This is an optimization exercise on Yosys and OpenROAD, whose aim is small area, a short achievable clock period and few clock cycles per item, not a production implementation.
Where RTL was checked, it was by simulation tests only, not by an equivalence proof against the original.
The RTL of run 2 was laid out without a check of its function.
No activity file was given, so power comes from the tool's default toggle rates.

==> flow/design.v (outline; a module is shown in full before it is edited, if it fits) <==
// module mul_fa: 11 lines
// module mul_xor2: 8 lines
// module mul_maj3: 9 lines
// module mul_ha: 10 lines
// module dadda_mul: 1832 lines
module dadda_mul
(
    input  logic        clk,
    input  logic        rst_n,
    input  logic        in_valid,
    input  logic        mode,
    input  logic [15:0] a,
    input  logic [15:0] b,
    output logic        out_valid,
    output logic [15:0] hi,
    output logic [15:0] lo
);
  // ...
==> flow/flow/run.sh <==
#!/bin/bash
# Standard ORFS layout, except that the port buffers are plain buf_1 cells
# (the default choice is a slow delay-buffer cell).
set -euo pipefail
bash standard.sh BUFFER_PORTS_ARGS="-buffer_cell sky130_fd_sc_hd__buf_1" finish > standard.log 2>&1
==> flow/standard.sh <==
#!/bin/bash
# synth_recipe.tcl (not shown) runs the flow's synth.tcl, then flattens the netlist and writes it again
# the make line also repeats each setting of config.mk as NAME=value (left out here)
make -C /OpenROAD-flow-scripts/flow DESIGN_CONFIG=/design/flow/config.mk WORK_HOME=/design/flow/orfs CLKGATE_MAP_FILE= SYNTH_SCRIPT=/design/flow/synth_recipe.tcl "${@:-finish}"
==> flow/config.mk <==
export PLATFORM = sky130hd
export DESIGN_NAME = dadda_mul
export DESIGN_NICKNAME = dadda_mul
export VERILOG_FILES = /design/flow/design.v
export SDC_FILE = /design/flow/constraint.sdc
export NUM_CORES = 4
export LEC_CHECK = 0
export ABC_AREA = 1
export CAP_MARGIN = 20
export CORE_MARGIN = 2
export CORE_UTILIZATION = 55
export CTS_CLUSTER_DIAMETER = 150
export CTS_CLUSTER_SIZE = 30
export SETUP_SLACK_MARGIN = 2.15
export SLEW_MARGIN = 20
export SYNTH_HIERARCHICAL = 1
export SYNTH_MINIMUM_KEEP_SIZE = 0
==> flow/constraint.sdc <==
create_clock -name core_clock -period 4.0 [get_ports {clk}]
set_input_delay 0.8000 -clock core_clock [delete_from_list [all_inputs] [get_ports {clk}]]
set_output_delay 0.8000 -clock core_clock [all_outputs]
set_load 0.01 [all_outputs]
==> out/metrics.yaml, run 1 <==
detailed_routing:
  vias: 7475
  firstDrtPassIters: 5
  dr_wl_met3_um: 874
  drc: 0
layout:
  largest_cell_class: "multi-input gates"
  top_register: "prod"
  n_antenna_cell: 0
  top_regs: "prod (32), vld (4)"
clocking:
  path_clk_slew_ps: 110
pwr:
  pg_clk_mw: 1.40
  power_switching_mw: 3.63
sta:
  relSlewSlack_pct: 50.9
  min_period_over_period_pct: 48.1
  worst_slew_pin_slew_ps: 735
  post-route-min-period_ps: 1920
worst_setup_path:
  ff2ff_setup_slack_ps: 2080
  cp-startpoint: "s250_q2"
  crit_path_cell_trace: "fa_2, fa_1, fa_2"
  worst_path_most_repeated_cell: "fa_2"
  crit_fanout: 1
  cp.depth: 3
  worstPathArrival_ps: 2360
hold_path:
  hp-class: "in -> async"
synth:
  synth_compound_area_share_pct: 8.25
  ys_seq_area_share_pct: 43.0
  synth_top_area_share_pct: 42.2
  synthAdderAreaFrac_pct: 24.6
  yosysTopAreaCell: "dfxtp_1"
floorplan:
  die_y_um: 153
  initial_core_util_pct: 55.9
  dieArea_mm2: 0.0234
global_route:
  grt_use_met2_pct: 33.2
  grt_pass1_wl_um: 39100
outcome:
  status: "complete, no violations"
place:
  hpwlAfterDp_um: 16800
Testbench counts, summed over its fixed seeds: cycles 16,024, items 16,000.
==> run 2: changes to the inputs <==
--- a/flow/design.v
+++ b/flow/design.v
@@ -8,33 +8,16 @@
     input  logic b,
     input  logic ci,
     output logic s,
     output logic co
 );
     assign s  = a ^ b ^ ci;
     assign co = (a & b) | (ci & (a ^ b));
 endmodule
-module mul_xor2
-(
-    input  logic a,
-    input  logic b,
-    output logic y
-);
-    assign y = a ^ b;
-endmodule
-module mul_maj3
-(
-    input  logic a,
-    input  logic b,
-    input  logic c,
-    output logic y
-);
-    assign y = (a & b) | (c & (a | b));
-endmodule
 module mul_ha
 (
     input  logic a,
     input  logic b,
     output logic s,
     output logic co
 );
     assign s  = a ^ b;
@@ -439,32 +422,28 @@
     logic c213_q2;
     logic s324;
     logic c325;
     logic s220_q2;
     logic s222_q2;
     logic b_11_q2;
     logic s326;
     logic c327;
-    logic c217_q2;
-    logic c219_q2;
     logic s328;
     logic c329;
     logic s224_q2;
     logic s226_q2;
     logic c221_q2;
     logic s330;
     logic c331;
     logic s228_q2;
     logic s230_q2;
     logic s232_q2;
     logic s332;
     logic c333;
-    logic c225_q2;
-    logic c227_q2;
     logic s334;
     logic c335;
     logic s234_q2;
     logic s236_q2;
     logic pp144_q2;
     logic s336;
     logic c337;
     logic c229_q2;
@@ -472,18 +451,16 @@
     logic c233_q2;
     logic s338;
     logic c339;
     logic s238_q2;
     logic s240_q2;
     logic s242_q2;
     logic s340;
     logic c341;
-    logic c235_q2;
-    logic c237_q2;
     logic s342;
     logic c343;
     logic s244_q2;
     logic s246_q2;
     logic s248_q2;
     logic s344;
     logic c345;
     logic c239_q2;
@@ -551,18 +528,16 @@
     logic c279_q2;
     logic s370;
     logic c371;
     logic s284_q2;
     logic s286_q2;
     logic pp188_q2;
     logic s372;
     logic c373;
-    logic c281_q2;
-    logic c283_q2;
     logic s374;
     logic c375;
     logic s288_q2;
     logic s290_q2;
     logic c285_q2;
     logic s376;
     logic c377;
     logic s292_q2;
@@ -589,55 +564,57 @@
     logic pp194_q2;
     logic c305_q2;
     logic s386;
     logic c387;
     logic s308_q2;
     logic c307_q2;
     logic s388;
     logic c389;
-    logic s310_q2;
-    logic c309_q2;
     logic s390;
     logic c391;
     logic s392;
     logic c393;
     logic c209_q2;
     logic s394;
     logic c395;
     logic s396;
     logic c397;
     logic c215_q2;
     logic s398;
     logic c399;
+    logic s328_q2;
     logic s400;
     logic c401;
     logic c223_q2;
     logic s402;
     logic c403;
+    logic s334_q2;
     logic s404;
     logic c405;
     logic s406;
     logic c407;
+    logic s342_q2;
     logic s408;
     logic c409;
     logic s410;
     logic c411;
     logic s412;
     logic c413;
     logic s414;
     logic c415;
     logic s416;
     logic c417;
     logic s418;
     logic c419;
     logic s420;
     logic c421;
     logic s422;
     logic c423;
+    logic s374_q2;
     logic s424;
     logic c425;
     logic c287_q2;
     logic s426;
     logic c427;
     logic c291_q2;
     logic s428;
     logic c429;
@@ -649,45 +626,51 @@
     logic c433;
     logic c303_q2;
     logic s434;
     logic c435;
     logic s436;
     logic c437;
     logic s438;
     logic c439;
+    logic s390_q2;
     logic s440;
     logic c441;
     logic s392_q2;
+    logic c391_q2;
     logic s442;
     logic c443;
+    logic c329_q2;
     logic s444;
     logic c445;
     logic s446;
     logic c447;
+    logic c335_q2;
     logic s448;
     logic c449;
     logic s450;
     logic c451;
+    logic c343_q2;
     logic s452;
     logic c453;
     logic s454;
     logic c455;
     logic s456;
     logic c457;
     logic s458;
     logic c459;
     logic s460;
     logic c461;
     logic s462;
     logic c463;
     logic s464;
     logic c465;
     logic s466;
     logic c467;
+    logic c375_q2;
     logic s468;
     logic c469;
     logic s470;
     logic c471;
     logic s472;
     logic c473;
     logic s474;
     logic c475;
@@ -698,18 +681,16 @@
     logic s480;
     logic c481;
     logic s482;
     logic c483;
     logic s484;
     logic c485;
     logic p486;
     logic g487;
-    logic s200_q2;
-    logic c199_q2;
     logic p488;
     logic g489;
     logic p490;
     logic g491;
     logic p492;
     logic g493;
     logic p494;
     logic g495;
@@ -776,36 +757,33 @@
     logic s474_q3;
     logic c473_q3;
     logic p528;
     logic g529;
     logic s476_q3;
     logic c475_q3;
     logic p530;
     logic g531;
-    logic s478_q3;
-    logic c477_q3;
     logic p532;
     logic g533;
-    logic s480_q3;
-    logic c479_q3;
     logic p534;
     logic g535;
     logic p536;
     logic g537;
     logic p538;
     logic g539;
     logic pp23_q2;
     logic pp23_q3;
     logic g487_q2;
     logic g487_q3;
     logic G540;
     logic p486_q2;
     logic p486_q3;
     logic P541;
+    logic p488_q2;
     logic p488_q3;
     logic s198_q2;
     logic s198_q3;
     logic P542;
     logic p490_q3;
     logic s314_q3;
     logic P543;
     logic s394_q3;
@@ -833,26 +811,29 @@
     logic G558;
     logic P559;
     logic G560;
     logic P561;
     logic G562;
     logic P563;
     logic G564;
     logic P565;
+    logic g535_q3;
+    logic p534_q3;
+    logic g533_q3;
     logic G566;
+    logic p532_q3;
     logic P567;
-    logic g539_q3;
-    logic p538_q3;
-    logic g537_q3;
     logic G568;
+    logic p538_q3;
     logic p536_q3;
     logic P569;
     logic G570;
     logic P571;
+    logic g489_q2;
     logic g489_q3;
     logic G572;
     logic P573;
     logic g491_q3;
     logic G574;
     logic P575;
     logic G576;
     logic P577;
@@ -872,18 +853,20 @@
     logic G590;
     logic P591;
     logic G592;
     logic P593;
     logic G594;
     logic P595;
     logic G596;
     logic P597;
+    logic g537_q3;
     logic G598;
     logic P599;
+    logic G568_q3;
     logic G600;
     logic P601;
     logic G602;
     logic P603;
     logic G604;
     logic P605;
     logic G606;
     logic P607;
@@ -1273,99 +1256,99 @@
     mul_ha u_s312 (.a(pp180), .b(pp197), .s(s312), .co(c313));
     mul_fa u_s314 (.a(s202_q2), .b(b_5_q2), .ci(c201_q2), .s(s314), .co(c315));
     mul_ha u_s316 (.a(s204_q2), .b(c203_q2), .s(s316), .co(c317));
     mul_fa u_s318 (.a(s206_q2), .b(s208_q2), .ci(c205_q2), .s(s318), .co(c319));
     mul_fa u_s320 (.a(s210_q2), .b(pp84_q2), .ci(c207_q2), .s(s320), .co(c321));
     mul_fa u_s322 (.a(s212_q2), .b(s214_q2), .ci(c211_q2), .s(s322), .co(c323));
     mul_fa u_s324 (.a(s216_q2), .b(s218_q2), .ci(c213_q2), .s(s324), .co(c325));
     mul_fa u_s326 (.a(s220_q2), .b(s222_q2), .ci(b_11_q2), .s(s326), .co(c327));
-    mul_ha u_s328 (.a(c217_q2), .b(c219_q2), .s(s328), .co(c329));
+    mul_ha u_s328 (.a(c217), .b(c219), .s(s328), .co(c329));
     mul_fa u_s330 (.a(s224_q2), .b(s226_q2), .ci(c221_q2), .s(s330), .co(c331));
     mul_fa u_s332 (.a(s228_q2), .b(s230_q2), .ci(s232_q2), .s(s332), .co(c333));
-    mul_ha u_s334 (.a(c225_q2), .b(c227_q2), .s(s334), .co(c335));
+    mul_ha u_s334 (.a(c225), .b(c227), .s(s334), .co(c335));
     mul_fa u_s336 (.a(s234_q2), .b(s236_q2), .ci(pp144_q2), .s(s336), .co(c337));
     mul_fa u_s338 (.a(c229_q2), .b(c231_q2), .ci(c233_q2), .s(s338), .co(c339));
     mul_fa u_s340 (.a(s238_q2), .b(s240_q2), .ci(s242_q2), .s(s340), .co(c341));
-    mul_ha u_s342 (.a(c235_q2), .b(c237_q2), .s(s342), .co(c343));
+    mul_ha u_s342 (.a(c235), .b(c237), .s(s342), .co(c343));
     mul_fa u_s344 (.a(s244_q2), .b(s246_q2), .ci(s248_q2), .s(s344), .co(c345));
     mul_fa u_s346 (.a(c239_q2), .b(c241_q2), .ci(c243_q2), .s(s346), .co(c347));
     mul_fa u_s348 (.a(s250_q2), .b(s252_q2), .ci(s254_q2), .s(s348), .co(c349));
     mul_fa u_s350 (.a(c245_q2), .b(c247_q2), .ci(c249_q2), .s(s350), .co(c351));
     mul_fa u_s352 (.a(s256_q2), .b(s258_q2), .ci(s260_q2), .s(s352), .co(c353));
     mul_fa u_s354 (.a(c251_q2), .b(c253_q2), .ci(c255_q2), .s(s354), .co(c355));
     mul_fa u_s356 (.a(s262_q2), .b(s264_q2), .ci(s266_q2), .s(s356), .co(c357));
     mul_fa u_s358 (.a(c257_q2), .b(c259_q2), .ci(c261_q2), .s(s358), .co(c359));
     mul_fa u_s360 (.a(s268_q2), .b(s270_q2), .ci(s272_q2), .s(s360), .co(c361));
     mul_fa u_s362 (.a(c263_q2), .b(c265_q2), .ci(c267_q2), .s(s362), .co(c363));
     mul_fa u_s364 (.a(s274_q2), .b(s276_q2), .ci(s278_q2), .s(s364), .co(c365));
     mul_fa u_s366 (.a(c269_q2), .b(c271_q2), .ci(c273_q2), .s(s366), .co(c367));
     mul_fa u_s368 (.a(s280_q2), .b(s282_q2), .ci(pp187_q2), .s(s368), .co(c369));
     mul_fa u_s370 (.a(c275_q2), .b(c277_q2), .ci(c279_q2), .s(s370), .co(c371));
     mul_fa u_s372 (.a(s284_q2), .b(s286_q2), .ci(pp188_q2), .s(s372), .co(c373));
-    mul_ha u_s374 (.a(c281_q2), .b(c283_q2), .s(s374), .co(c375));
+    mul_ha u_s374 (.a(c281), .b(c283), .s(s374), .co(c375));
     mul_fa u_s376 (.a(s288_q2), .b(s290_q2), .ci(c285_q2), .s(s376), .co(c377));
     mul_fa u_s378 (.a(s292_q2), .b(s294_q2), .ci(c289_q2), .s(s378), .co(c379));
     mul_fa u_s380 (.a(s296_q2), .b(s298_q2), .ci(c293_q2), .s(s380), .co(c381));
     mul_fa u_s382 (.a(s300_q2), .b(s302_q2), .ci(c297_q2), .s(s382), .co(c383));
     mul_fa u_s384 (.a(s304_q2), .b(pp193_q2), .ci(c301_q2), .s(s384), .co(c385));
     mul_fa u_s386 (.a(s306_q2), .b(pp194_q2), .ci(c305_q2), .s(s386), .co(c387));
     mul_ha u_s388 (.a(s308_q2), .b(c307_q2), .s(s388), .co(c389));
-    mul_ha u_s390 (.a(s310_q2), .b(c309_q2), .s(s390), .co(c391));
+    mul_ha u_s390 (.a(s310), .b(c309), .s(s390), .co(c391));
     mul_ha u_s392 (.a(s312), .b(c311), .s(s392), .co(c393));
     mul_fa u_s394 (.a(s320), .b(c209_q2), .ci(c319), .s(s394), .co(c395));
     mul_ha u_s396 (.a(s322), .b(c321), .s(s396), .co(c397));
     mul_fa u_s398 (.a(s324), .b(c215_q2), .ci(c323), .s(s398), .co(c399));
-    mul_fa u_s400 (.a(s326), .b(s328), .ci(c325), .s(s400), .co(c401));
+    mul_fa u_s400 (.a(s326), .b(s328_q2), .ci(c325), .s(s400), .co(c401));
     mul_fa u_s402 (.a(s330), .b(c223_q2), .ci(c327), .s(s402), .co(c403));
-    mul_fa u_s404 (.a(s332), .b(s334), .ci(c331), .s(s404), .co(c405));
+    mul_fa u_s404 (.a(s332), .b(s334_q2), .ci(c331), .s(s404), .co(c405));
     mul_fa u_s406 (.a(s336), .b(s338), .ci(c333), .s(s406), .co(c407));
-    mul_fa u_s408 (.a(s340), .b(s342), .ci(c337), .s(s408), .co(c409));
+    mul_fa u_s408 (.a(s340), .b(s342_q2), .ci(c337), .s(s408), .co(c409));
     mul_fa u_s410 (.a(s344), .b(s346), .ci(c341), .s(s410), .co(c411));
     mul_fa u_s412 (.a(s348), .b(s350), .ci(c345), .s(s412), .co(c413));
     mul_fa u_s414 (.a(s352), .b(s354), .ci(c349), .s(s414), .co(c415));
     mul_fa u_s416 (.a(s356), .b(s358), .ci(c353), .s(s416), .co(c417));
     mul_fa u_s418 (.a(s360), .b(s362), .ci(c357), .s(s418), .co(c419));
     mul_fa u_s420 (.a(s364), .b(s366), .ci(c361), .s(s420), .co(c421));
     mul_fa u_s422 (.a(s368), .b(s370), .ci(c365), .s(s422), .co(c423));
-    mul_fa u_s424 (.a(s372), .b(s374), .ci(c369), .s(s424), .co(c425));
+    mul_fa u_s424 (.a(s372), .b(s374_q2), .ci(c369), .s(s424), .co(c425));
     mul_fa u_s426 (.a(s376), .b(c287_q2), .ci(c373), .s(s426), .co(c427));
     mul_fa u_s428 (.a(s378), .b(c291_q2), .ci(c377), .s(s428), .co(c429));
     mul_fa u_s430 (.a(s380), .b(c295_q2), .ci(c379), .s(s430), .co(c431));
     mul_fa u_s432 (.a(s382), .b(c299_q2), .ci(c381), .s(s432), .co(c433));
     mul_fa u_s434 (.a(s384), .b(c303_q2), .ci(c383), .s(s434), .co(c435));
     mul_ha u_s436 (.a(s386), .b(c385), .s(s436), .co(c437));
     mul_ha u_s438 (.a(s388), .b(c387), .s(s438), .co(c439));
-    mul_ha u_s440 (.a(s390), .b(c389), .s(s440), .co(c441));
-    mul_ha u_s442 (.a(s392_q2), .b(c391), .s(s442), .co(c443));
-    mul_fa u_s444 (.a(s402), .b(c329), .ci(c401), .s(s444), .co(c445));
+    mul_ha u_s440 (.a(s390_q2), .b(c389), .s(s440), .co(c441));
+    mul_ha u_s442 (.a(s392_q2), .b(c391_q2), .s(s442), .co(c443));
+    mul_fa u_s444 (.a(s402), .b(c329_q2), .ci(c401), .s(s444), .co(c445));
     mul_ha u_s446 (.a(s404), .b(c403), .s(s446), .co(c447));
-    mul_fa u_s448 (.a(s406), .b(c335), .ci(c405), .s(s448), .co(c449));
+    mul_fa u_s448 (.a(s406), .b(c335_q2), .ci(c405), .s(s448), .co(c449));
     mul_fa u_s450 (.a(s408), .b(c339), .ci(c407), .s(s450), .co(c451));
-    mul_fa u_s452 (.a(s410), .b(c343), .ci(c409), .s(s452), .co(c453));
+    mul_fa u_s452 (.a(s410), .b(c343_q2), .ci(c409), .s(s452), .co(c453));
     mul_fa u_s454 (.a(s412), .b(c347), .ci(c411), .s(s454), .co(c455));
     mul_fa u_s456 (.a(s414), .b(c351), .ci(c413), .s(s456), .co(c457));
     mul_fa u_s458 (.a(s416), .b(c355), .ci(c415), .s(s458), .co(c459));
     mul_fa u_s460 (.a(s418), .b(c359), .ci(c417), .s(s460), .co(c461));
     mul_fa u_s462 (.a(s420), .b(c363), .ci(c419), .s(s462), .co(c463));
     mul_fa u_s464 (.a(s422), .b(c367), .ci(c421), .s(s464), .co(c465));
     mul_fa u_s466 (.a(s424), .b(c371), .ci(c423), .s(s466), .co(c467));
-    mul_fa u_s468 (.a(s426), .b(c375), .ci(c425), .s(s468), .co(c469));
+    mul_fa u_s468 (.a(s426), .b(c375_q2), .ci(c425), .s(s468), .co(c469));
     mul_ha u_s470 (.a(s428), .b(c427), .s(s470), .co(c471));
     mul_ha u_s472 (.a(s430), .b(c429), .s(s472), .co(c473));
     mul_ha u_s474 (.a(s432), .b(c431), .s(s474), .co(c475));
     mul_ha u_s476 (.a(s434), .b(c433), .s(s476), .co(c477));
     mul_ha u_s478 (.a(s436), .b(c435), .s(s478), .co(c479));
     mul_ha u_s480 (.a(s438), .b(c437), .s(s480), .co(c481));
     mul_ha u_s482 (.a(s440), .b(c439), .s(s482), .co(c483));
     mul_ha u_s484 (.a(s442), .b(c441), .s(s484), .co(c485));
     assign p486 = pp22 ^ b_1_q1;
     assign g487 = pp22 & b_1_q1;
-    assign p488 = s200_q2 ^ c199_q2;
-    assign g489 = s200_q2 & c199_q2;
+    assign p488 = s200 ^ c199;
+    assign g489 = s200 & c199;
     assign p490 = s316 ^ c315;
     assign g491 = s316 & c315;
     assign p492 = s318 ^ c317;
     assign g493 = s318 & c317;
     assign p494 = s396 ^ c395;
     assign g495 = s396 & c395;
     assign p496 = s398 ^ c397;
     assign g497 = s398 & c397;
@@ -1398,20 +1381,20 @@
     assign p524 = s470_q3 ^ c469_q3;
     assign g525 = s470_q3 & c469_q3;
     assign p526 = s472_q3 ^ c471_q3;
     assign g527 = s472_q3 & c471_q3;
     assign p528 = s474_q3 ^ c473_q3;
     assign g529 = s474_q3 & c473_q3;
     assign p530 = s476_q3 ^ c475_q3;
     assign g531 = s476_q3 & c475_q3;
-    assign p532 = s478_q3 ^ c477_q3;
-    assign g533 = s478_q3 & c477_q3;
-    assign p534 = s480_q3 ^ c479_q3;
-    assign g535 = s480_q3 & c479_q3;
+    assign p532 = s478 ^ c477;
+    assign g533 = s478 & c477;
+    assign p534 = s480 ^ c479;
+    assign g535 = s480 & c479;
     assign p536 = s482 ^ c481;
     assign g537 = s482 & c481;
     assign p538 = s484 ^ c483;
     assign g539 = s484 & c483;
     assign G540 = pp23_q3 & g487_q3;
     assign P541 = pp23_q3 & p486_q3;
     assign P542 = p488_q3 & s198_q3;
     assign P543 = p490_q3 & s314_q3;
@@ -1432,19 +1415,19 @@
     assign G558 = g519 | (p518 & g517);
     assign P559 = p518 & p516;
     assign G560 = g523 | (p522 & g521);
     assign P561 = p522 & p520;
     assign G562 = g527 | (p526 & g525);
     assign P563 = p526 & p524;
     assign G564 = g531 | (p530 & g529);
     assign P565 = p530 & p528;
-    assign G566 = g535 | (p534 & g533);
-    assign P567 = p534 & p532;
-    assign G568 = g539_q3 | (p538_q3 & g537_q3);
+    assign G566 = g535_q3 | (p534_q3 & g533_q3);
+    assign P567 = p534_q3 & p532_q3;
+    assign G568 = g539 | (p538 & g537);
     assign P569 = p538_q3 & p536_q3;
     assign G570 = s198_q3 & G540;
     assign P571 = s198_q3 & P541;
     assign G572 = g489_q3 | (P542 & G540);
     assign P573 = P542 & P541;
     assign G574 = g493_q3 | (p492_q3 & g491_q3);
     assign P575 = p492_q3 & P543;
     assign G576 = G544 | (P545 & g491_q3);
@@ -1466,17 +1449,17 @@
     assign G592 = G560 | (P561 & G558);
     assign P593 = P561 & P559;
     assign G594 = g529 | (p528 & G562);
     assign P595 = p528 & P563;
     assign G596 = G564 | (P565 & G562);
     assign P597 = P565 & P563;
     assign G598 = g537_q3 | (p536_q3 & G566);
     assign P599 = p536_q3 & P567;
-    assign G600 = G568 | (P569 & G566);
+    assign G600 = G568_q3 | (P569 & G566);
     assign P601 = P569 & P567;
     assign G602 = s314_q3 & G572;
     assign P603 = s314_q3 & P573;
     assign G604 = g491_q3 | (P543 & G572);
     assign P605 = P543 & P573;
     assign G606 = G574 | (P575 & G572);
     assign P607 = P575 & P573;
     assign G608 = G576 | (P577 & G572);
@@ -1492,18 +1475,18 @@
     assign G618 = g517 | (p516 & G588);
     assign P619 = p516 & P589;
     assign G620 = G558 | (P559 & G588);
     assign P621 = P559 & P589;
     assign G622 = G590 | (P591 & G588);
     assign P623 = P591 & P589;
     assign G624 = G592 | (P593 & G588);
     assign P625 = P593 & P589;
-    assign G626 = g533 | (p532 & G596);
-    assign P627 = p532 & P597;
+    assign G626 = g533_q3 | (p532_q3 & G596);
+    assign P627 = p532_q3 & P597;
     assign G628 = G566 | (P567 & G596);
     assign P629 = P567 & P597;
     assign G630 = G598 | (P599 & G596);
     assign P631 = P599 & P597;
     assign G632 = G600 | (P601 & G596);
     assign P633 = P601 & P597;
     assign G634 = g495_q3 | (p494_q3 & G608);
     assign P635 = p494_q3 & P609;
@@ -1592,18 +1575,18 @@
     assign sum718 = p516 ^ G672;
     assign sum719 = p518 ^ G674;
     assign sum720 = p520 ^ G676;
     assign sum721 = p522 ^ G678;
     assign sum722 = p524 ^ G680;
     assign sum723 = p526 ^ G682;
     assign sum724 = p528 ^ G684;
     assign sum725 = p530 ^ G686;
-    assign sum726 = p532 ^ G688;
-    assign sum727 = p534 ^ G690;
+    assign sum726 = p532_q3 ^ G688;
+    assign sum727 = p534_q3 ^ G690;
     assign sum728 = p536_q3 ^ G692;
     assign sum729 = p538_q3 ^ G694;
     always_ff @(posedge clk or negedge rst_n)
     begin
         if (!rst_n)
             vld <= '0;
         else
             vld <= {vld[2:0], in_valid};
@@ -1667,37 +1650,31 @@
         s214_q2 <= s214;
         c211_q2 <= c211;
         s216_q2 <= s216;
         s218_q2 <= s218;
         c213_q2 <= c213;
         s220_q2 <= s220;
         s222_q2 <= s222;
         b_11_q2 <= b_11_q1;
-        c217_q2 <= c217;
-        c219_q2 <= c219;
         s224_q2 <= s224;
         s226_q2 <= s226;
         c221_q2 <= c221;
         s228_q2 <= s228;
         s230_q2 <= s230;
         s232_q2 <= s232;
-        c225_q2 <= c225;
-        c227_q2 <= c227;
         s234_q2 <= s234;
         s236_q2 <= s236;
         pp144_q2 <= pp144;
         c229_q2 <= c229;
         c231_q2 <= c231;
         c233_q2 <= c233;
         s238_q2 <= s238;
         s240_q2 <= s240;
         s242_q2 <= s242;
-        c235_q2 <= c235;
-        c237_q2 <= c237;
         s244_q2 <= s244;
         s246_q2 <= s246;
         s248_q2 <= s248;
         c239_q2 <= c239;
         c241_q2 <= c241;
         c243_q2 <= c243;
         s250_q2 <= s250;
         s252_q2 <= s252;
@@ -1733,18 +1710,16 @@
         s282_q2 <= s282;
         pp187_q2 <= pp187;
         c275_q2 <= c275;
         c277_q2 <= c277;
         c279_q2 <= c279;
         s284_q2 <= s284;
         s286_q2 <= s286;
         pp188_q2 <= pp188;
-        c281_q2 <= c281;
-        c283_q2 <= c283;
         s288_q2 <= s288;
         s290_q2 <= s290;
         c285_q2 <= c285;
         s292_q2 <= s292;
         s294_q2 <= s294;
         c289_q2 <= c289;
         s296_q2 <= s296;
         s298_q2 <= s298;
@@ -1755,29 +1730,35 @@
         s304_q2 <= s304;
         pp193_q2 <= pp193;
         c301_q2 <= c301;
         s306_q2 <= s306;
         pp194_q2 <= pp194;
         c305_q2 <= c305;
         s308_q2 <= s308;
         c307_q2 <= c307;
-        s310_q2 <= s310;
-        c309_q2 <= c309;
         c209_q2 <= c209;
         c215_q2 <= c215;
+        s328_q2 <= s328;
         c223_q2 <= c223;
+        s334_q2 <= s334;
+        s342_q2 <= s342;
+        s374_q2 <= s374;
         c287_q2 <= c287;
         c291_q2 <= c291;
         c295_q2 <= c295;
         c299_q2 <= c299;
         c303_q2 <= c303;
+        s390_q2 <= s390;
         s392_q2 <= s392;
-        s200_q2 <= s200;
-        c199_q2 <= c199;
+        c391_q2 <= c391;
+        c329_q2 <= c329;
+        c335_q2 <= c335;
+        c343_q2 <= c343;
+        c375_q2 <= c375;
         s446_q3 <= s446;
         c445_q3 <= c445;
         s448_q3 <= s448;
         c447_q3 <= c447;
         s450_q3 <= s450;
         c449_q3 <= c449;
         s452_q3 <= s452;
         c451_q3 <= c451;
@@ -1800,46 +1781,48 @@
         s470_q3 <= s470;
         c469_q3 <= c469;
         s472_q3 <= s472;
         c471_q3 <= c471;
         s474_q3 <= s474;
         c473_q3 <= c473;
         s476_q3 <= s476;
         c475_q3 <= c475;
-        s478_q3 <= s478;
-        c477_q3 <= c477;
-        s480_q3 <= s480;
-        c479_q3 <= c479;
         pp23_q2 <= pp23;
         pp23_q3 <= pp23_q2;
         g487_q2 <= g487;
         g487_q3 <= g487_q2;
         p486_q2 <= p486;
         p486_q3 <= p486_q2;
-        p488_q3 <= p488;
+        p488_q2 <= p488;
+        p488_q3 <= p488_q2;
         s198_q2 <= s198;
         s198_q3 <= s198_q2;
         p490_q3 <= p490;
         s314_q3 <= s314;
         s394_q3 <= s394;
         g493_q3 <= g493;
         p492_q3 <= p492;
         p496_q3 <= p496;
         p494_q3 <= p494;
         s444_q3 <= s444;
         g499_q3 <= g499;
         p498_q3 <= p498;
-        g539_q3 <= g539;
+        g535_q3 <= g535;
+        p534_q3 <= p534;
+        g533_q3 <= g533;
+        p532_q3 <= p532;
         p538_q3 <= p538;
-        g537_q3 <= g537;
         p536_q3 <= p536;
-        g489_q3 <= g489;
+        g489_q2 <= g489;
+        g489_q3 <= g489_q2;
         g491_q3 <= g491;
         G546_q3 <= G546;
+        g537_q3 <= g537;
+        G568_q3 <= G568;
         g495_q3 <= g495;
         prod[0] <= sum698;
         prod[1] <= sum699;
         prod[2] <= sum700;
         prod[3] <= sum701;
         prod[4] <= sum702;
         prod[5] <= sum703;
         prod[6] <= sum704;
==> flow/run.sh (new file) <==
#!/bin/bash
# synth_recipe.tcl (not shown) runs the flow's synth.tcl, then flattens the netlist and writes it again
# the make line also repeats each setting of config.mk as NAME=value (left out here)
make -C /OpenROAD-flow-scripts/flow DESIGN_CONFIG=/design/flow/config.mk WORK_HOME=/design/flow/orfs CLKGATE_MAP_FILE= SYNTH_SCRIPT=/design/flow/synth_recipe.tcl finish
==> flow/config.mk (replaced) <==
export PLATFORM = sky130hd
export DESIGN_NAME = dadda_mul
export DESIGN_NICKNAME = dadda_mul
export VERILOG_FILES = /design/flow/design.v
export SDC_FILE = /design/flow/constraint.sdc
export NUM_CORES = 4
export LEC_CHECK = 0
export ABC_AREA = 1
export CAP_MARGIN = 20
export CORE_MARGIN = 2
export CORE_UTILIZATION = 40
export CTS_CLUSTER_DIAMETER = 150
export CTS_CLUSTER_SIZE = 30
export SETUP_SLACK_MARGIN = 2.1
export SLEW_MARGIN = 20
export SYNTH_HIERARCHICAL = 1
export SYNTH_MINIMUM_KEEP_SIZE = 0
removed: flow/flow/run.sh
removed: flow/standard.sh
==> out/metrics.yaml, run 2 <==
detailed_routing:
  drt_wl_total_um: 24400
  drt_iter0_markers: 710
  vias: 7604  # +1.7%
  wl_per_cell_um: 15.7
  vias_per_cell: 4.92
  drc: 0  # unchanged
  firstDrtPassIters: 5  # unchanged
  drt.antenna.violating_nets: 0
sta:
  clock.fmax_ghz: 0.513
  slew_violations: 0
  rsz0062_at_grt: "true"
  hold-worst-slack_ps: 327
  hold_viol: 0
  relSlewSlack_pct: 61.9  # +11 points
  post-route-min-period_ps: 1950  # +25.2 ps
  setup_violations: 0
  finalWorstSetupSlack_ps: 2050
  min_period_over_period_pct: 48.7  # +0.63 points
  worst_slew_pin_slew_ps: 571  # -164 ps
  skew_ps: 27.5
  tns_ps: 0
place:
  dp_cells: 1531
  hpwlAfterDp_um: 18200  # +8.2%
  dp_slack_ps: 1850
  io_buffers: 68
  place.gp.congestion: 0.854
worst_setup_path:
  crit_slowest_cell: "fa_2"
  crit_fanout: 1  # unchanged
  critPathRequiredTime_ps: 4380
  worst_setup_path_start_kind: "flop"
  worstPathArrival_ps: 2330  # -30 ps
  max_stage_delay_ps: 590
  path_class: "reg -> reg"
  worst_path_most_repeated_cell: "fa_1"
  crit_path_cell_trace: "fa_1, fa_2, fa_1"
  endpoint_kind: "flop"
synth:
  synth-async-reset-ratio_pct: 1.53
  ys.warnings.count: 7
  syn_inst: 1151
  synth_cell_types: 24
  syn_nets: 1362
  yosysTopAreaCell: "dfxtp_1"
  synth_edf_count: 0
  yosys-top-cells-area: "dfxtp_1 42%, fa_1 18%, xor2_1 10%, ha_1 6.9%, o22ai_1 6.6%"
  ys_seq_area_share_pct: 43.0  # about the same
  synthFlopType: "dfxtp_1"
  synth.most_common_cell: "dfxtp_1"
  synth_top_area_share_pct: 42.2  # about the same
  syn-cell-area_mm2: 0.0122
  avgSynthCellArea_um2: 10.6
  synth_commonest_cells: "257 x dfxtp_1, 146 x xor2_1, 128 x o22ai_1, 122 x nand2_1, 108 x fa_1"
  synth_seq_cells: 261
pwr:
  power_mw: 9.72
  vdd_drop_max_mv: 0.313
  pwr_density_cell_mw_per_mm2: 714
  leakagePower_nw: 5.98
global_route:
  track_usage_pct: 16.0
  grt_pass1_wl_um: 40200  # +2.8%
  grt_max_degree: 32
  antenna_found_initial: 0
  grt_overflow: 0
  grt_pass1_vias: 7674
clocking:
  ctsHtreeMaxLevel: 1
  cts_made_buffers: 12
  hold_buffers: 0
  clockBufferDepth: 3
  path_clk_slew_ps: 120  # about the same
  cts_root_buffer: "clkbuf_16"
  worstSkewPairLatency_ps: 500
  cts.sinks: 261
  cts_tree: "yes"
layout:
  fin_cells: 1547
  largest_reg_flops: 32
  nets: 1367
  n_antenna_cell: 0  # unchanged
  fill_cells: 2793
  syn_to_final_growth_pct: 11.7
  layout_common_cells: "185 x dfxtp_1, 146 x xor2_1, 128 x o22ai_1"
  final_common_cell: "dfxtp_1"
  top_register: "prod"
  drive_gt1_share_pct: 12.5
  top_regs: "prod (32), vld (4)"
run:
  maxCapViolCount: 0
floorplan:
  core-area_mm2: 0.0298
  fp.dieW_um: 179
  row_count: 63
  initial_core_util_pct: 40.9  # -15 points
  dieArea_mm2: 0.0319  # +36%
  io_pins: 69
  die_y_um: 179  # +17%
outcome:
  status: "complete, no violations"
hold_path:
  hp-class: "reg -> reg"
run 2: changes by cell type after synthesis:
cell and delta:
nor3b_1 -1, a21oi_1 -1, nand3_2 -1, buf_8 +1
inv_1 -1, buf_6 -1, nand3_1 +1, a21oi_2 +1
buf_2 +1, nor2_2 +2, buf_1 -1
run 2: routing by layer:
layer / wire length [µm] / up-vias / global-route usage (%) / share of wire [%]
met1: 11100 / 3647 / 22.2 / 46
met3: 1470 / 30 / 2.64 / 6.0
li1: - / 3695 / - / -
met4: 356 / 0 / 3.39 / 1.5
met5: 0 / - / 0 / 0
met2: 11400 / 232 / 26.2 / 47
run 2: where the power goes:
part	switching [mW]	internal, mW	leakage [nW]
Combinational	2.29	1.95	3.60
Sequential	0.521	3.56	2.21
Clock	0.799	0.599	0.167
Total	3.61	6.11	5.98
run 2: timing repair:
item | 4_1_cts | 5_1_grt
setup buffers | 1 | 0
gates resized for setup | 101 | 81
endpoints found under the setup margin | 97 | 69
pin swaps | 41 | 24
endpoints found under the hold margin | 0 | 0
run 2: modules after synthesis (local to each module, per instance):
| module | area, µm² | flip-flops and latches | cells inside |
|---|---|---|---|
| dadda_mul | 9670 | 261 | 1013 |
| mul_fa | 20.0 | 0 | 1 |
| mul_ha | 12.5 | 0 | 1 |
run 2: path summary, 6_finish.rpt:
check                         from       to  slack (ps)  depth (start not counted)
max                        c243_q2  s452_q3        2050                          3
max reg2reg                c243_q2  s452_q3        2050                          3
min                        s198_q2  s198_q3         330                          0
max in group asynchronous    rst_n   vld[1]        3340                          1
min in group asynchronous    rst_n   vld[3]         500                          1
min reg2reg                s198_q2  s198_q3         330                          0
run 2: kinds of logic after synthesis:
| family | Yosys count | synth area share, % |
|---|---|---|
| buffers and inverters | 171 | 5.54 |
| and+or+nand+nor | 217 | 7.16 |
| adders and majority gates | 175 | 24.6 |
| DFF | 261 | 43.0 |
| AOI/OAI and AO/OA | 168 | 8.28 |
| xor gates and xnor gates | 159 | 11.4 |
run 2: critical path, delay by kind of cell, from the launching register on:
family	cells	cell delay, ps
flip-flops	1	340
adder cells (fa/ha/maj)	3	1500
run 2: cell type report:
class                   count  area, µm²  area share [%]
multi-input cells         719       6430            47.2
flip-flops and latches    261       5340            39.2
well taps                 390        488            3.58
repair buffers             75        697            5.12
clock inverters             1       11.3          0.0827
inverters                  87        327            2.40
clock buffers              14        329            2.42
run 2: stage by stage:
stage                     area (µm²)  utilization [%]
final                          13600             45.7
after global routing           13600             45.7
after CTS                      13500             45.3
after detailed placement       13100             43.8
after global placement         13100             43.8
after floorplan                12200                -

## port drivers added, routing unchanged
No port has a modelled driver above. Below, the same layouts with a new extraction and two added sets of constraints.
Step 1, drivers: a clkbuf_16 drives clk and a buf_2 each remaining input, both assumed.
Step 2, shift: input delay + t, output delay - t, t = (earliest + latest rising clock arrival at the registers) / 2. This alone moves slack from input paths to output paths.
Three values: no drivers, after step 1, after step 2; two values: the first two.
run	t, ns	setup slack, ns	worst hold slack (ns)	worst data-port slew with drivers (ns)
run 1	0.524	2.077 / 2.077 / 2.077	0.110 / 0.085 / 0.330	0.05
run 2	0.534	2.051 / 2.051 / 2.051	0.327 / 0.327 / 0.327	0.05
After both steps every run listed still meets setup and hold.
